From an optimization exercise on the open Yosys and OpenROAD flow, aimed at small area, a short achievable clock period and few clock cycles per item; shortcuts taken in it are not production practice.
Function was checked by simulation only, so behaviour that the tests miss may differ from the original.
Power is estimated from default activity; no workload was simulated.

## fjord
Design dmem_responder, start of the top module:
module dmem_responder #(
  parameter int DATA_W     = 32,
  parameter int DM_ADDRESS = 9,
  parameter int MEM_LAT    = 2
) (
  input  logic                  clk,
  input  logic                  reset,
  input  logic                  req_valid,
  output logic                  req_ready,
  input  logic                  req_we,
  input  logic [2:0]            req_funct3,
  input  logic [DM_ADDRESS-1:0] req_addr,
  input  logic [DATA_W-1:0]     req_wdata,
  output logic                  rsp_valid,
  input  logic                  rsp_ready,
  output logic [DATA_W-1:0]     rsp_rdata,
  output logic                  rsp_err
);
For scale: roughly 8200 cells after synthesis, about 4300 flip-flops, roughly 84 I/O pins, about 160000 µm² of cells after synthesis.
Settings: LEC_CHECK=0, CAP_MARGIN=20, CORE_MARGIN=2, CORE_UTILIZATION=55, CTS_CLUSTER_DIAMETER=150, CTS_CLUSTER_SIZE=30, PLACE_DENSITY=0.65, SETUP_SLACK_MARGIN=5, SLEW_MARGIN=20; clock period 8.0 ns.
standard.sh (not shown) runs the stock make flow with config.mk's settings and CLKGATE_MAP_FILE= SYNTH_SCRIPT=/design/flow/synth_recipe.tcl, a recipe that flattens the netlist after the stock synthesis.
==> flow/flow/run.sh <==
#!/bin/bash
# Standard layout, with TritonCTS told to space clock buffers further
# apart (fewer, longer clock-tree segments and a lower insertion delay).
set -e
export CTS_BUF_DISTANCE=200
bash standard.sh > standard.log 2>&1
fjord reached the end of the flow, and the finished layout is clean on the timing, design-rule and antenna checks.
Testbench counts of fjord, summed over its fixed seeds: cycles 12,024, items 12,000.
Input-level comparison between pepper and fjord:
Settings: CORE_UTILIZATION now 65, was 55; PLACE_DENSITY now 0.75, was 0.65.
==> flow/run.sh (new file) <==
#!/bin/bash
# synth_recipe.tcl (not shown) runs the flow's synth.tcl, then flattens the netlist and writes it again
# the make line also repeats each setting of config.mk as NAME=value (left out here)
make -C /OpenROAD-flow-scripts/flow DESIGN_CONFIG=/design/flow/config.mk WORK_HOME=/design/flow/orfs CLKGATE_MAP_FILE= SYNTH_SCRIPT=/design/flow/synth_recipe.tcl finish
removed: flow/flow/run.sh
removed: flow/standard.sh
==> comparison <==
- Setup slack of the critical path after layout, fjord and pepper: larger value in pepper
- Higher starting utilization of the core area was reported by pepper, not fjord.
- Of fjord and pepper, the run reporting the higher static leakage power was fjord.
For maple, these inputs were changed with respect to pepper:
Settings: a change of CORE_UTILIZATION from 65 to 55; a change of CTS_CLUSTER_DIAMETER from 150 to 100; a change of PLACE_DENSITY from 0.75 to 0.65; a change of CTS_CLUSTER_SIZE from 30 to 25.
==> comparison <==
maple ran to completion and came out clean on the timing, design-rule and antenna checks.
Re share of the clock period used by the worst path after layout: pepper was lower than maple.
Summed area of non-filler cells in the final layout delta (maple − pepper): unfavourable
Going from pepper to maple, the first-pass GRT wire length was found to have gone up by about 4%.
Summary of maple over pepper: register-to-register slack moved up; routed wire length went up; post-layout worst setup margin -0.071 ns; total power per unit cell area has increased.
Hold slack is lower on maple
Average wire length per cell after detail routing ended up 1.5% lower on maple than on pepper.
From pepper to maple, critical path buffer and inverter count did not move at all.
Relative to pepper, the power of maple is higher by about 3.2%.


## job 101
dmem_responder again, from the RTL that the note above started with.
clock: 8.0 ns
lec_check: 0
cap_margin: 20
core_margin: 2
core_utilization: 50
cts_cluster_diameter: 150
cts_cluster_size: 30
place_density: 0.6
setup_slack_margin: 5
slew_margin: 20
run.sh (not shown) runs the stock make flow with config.mk's settings and CLKGATE_MAP_FILE= SYNTH_SCRIPT=/design/flow/synth_recipe.tcl, a recipe that flattens the netlist after the stock synthesis.
Stock flow here: none of the scripts above is used.
Testbench counts of job 101, summed over its fixed seeds: cycles 12,024, items 12,000.
Edits applied to the flow inputs when going from job 101 to job 102:
Settings: CORE_UTILIZATION: 50 -> 55; PLACE_DENSITY: 0.6 -> 0.65.
- The fraction of area in clock buffers and inverters on job 101 is in line with that on job 102.
- A last element of the critical path of rsp_rdata[30] is what job 101 shows, while rsp_rdata[22] belongs to job 102.
- Part of the total power dissipated in the clock network was higher in job 102 than in job 101.
- Job 102 ends up with a number of antenna violations at the first check in global routing that is 1 higher than in job 101.
- Relative to job 101, overall die area has gone down in job 102.
- When job 102 is measured against job 101, its length of routed met2 wiring turns out about 3.7% lower.
- Job 102 vs. job 101: utilization went up; post-placement setup slack -0.24 ns.

[separate check: timing with driven ports]
Ports are ideal in the flow. The routed layouts listed here were re-timed in OpenROAD.
Step 1: set_driving_cell puts a clkbuf_16 on clk and a buf_2 on each other input, an assumption about the parent block.
Step 2, shift: input delay + t, output delay - t, t = (earliest + latest rising clock arrival at the registers) / 2. This alone moves slack from input paths to output paths.
Slacks: ideal / step 1 / step 2; pairs: ideal / step 1.
| run | t, ns | setup slack, ns | worst setup path after step 2 | worst data-port slew with drivers (ns) |
|---|---|---|---|---|
| fjord | 0.936 | 4.906 / 4.809 / 4.386 | input to register | 0.13 |
| pepper | 0.951 | 4.929 / 4.835 / 4.269 | input to register | 0.06 |
| maple | 0.977 | 4.858 / 4.768 / 4.374 | input to register | 0.11 |
| job 101 | 0.970 | 4.923 / 4.829 / 4.404 | input to register | 0.09 |
| job 102 | 0.971 | 4.868 / 4.771 / 4.386 | input to register | 0.13 |
After both steps every run listed still meets setup and hold. The setup slack of pepper, which loses most, moves by -0.094 ns with the drivers and by -0.660 ns with both steps.
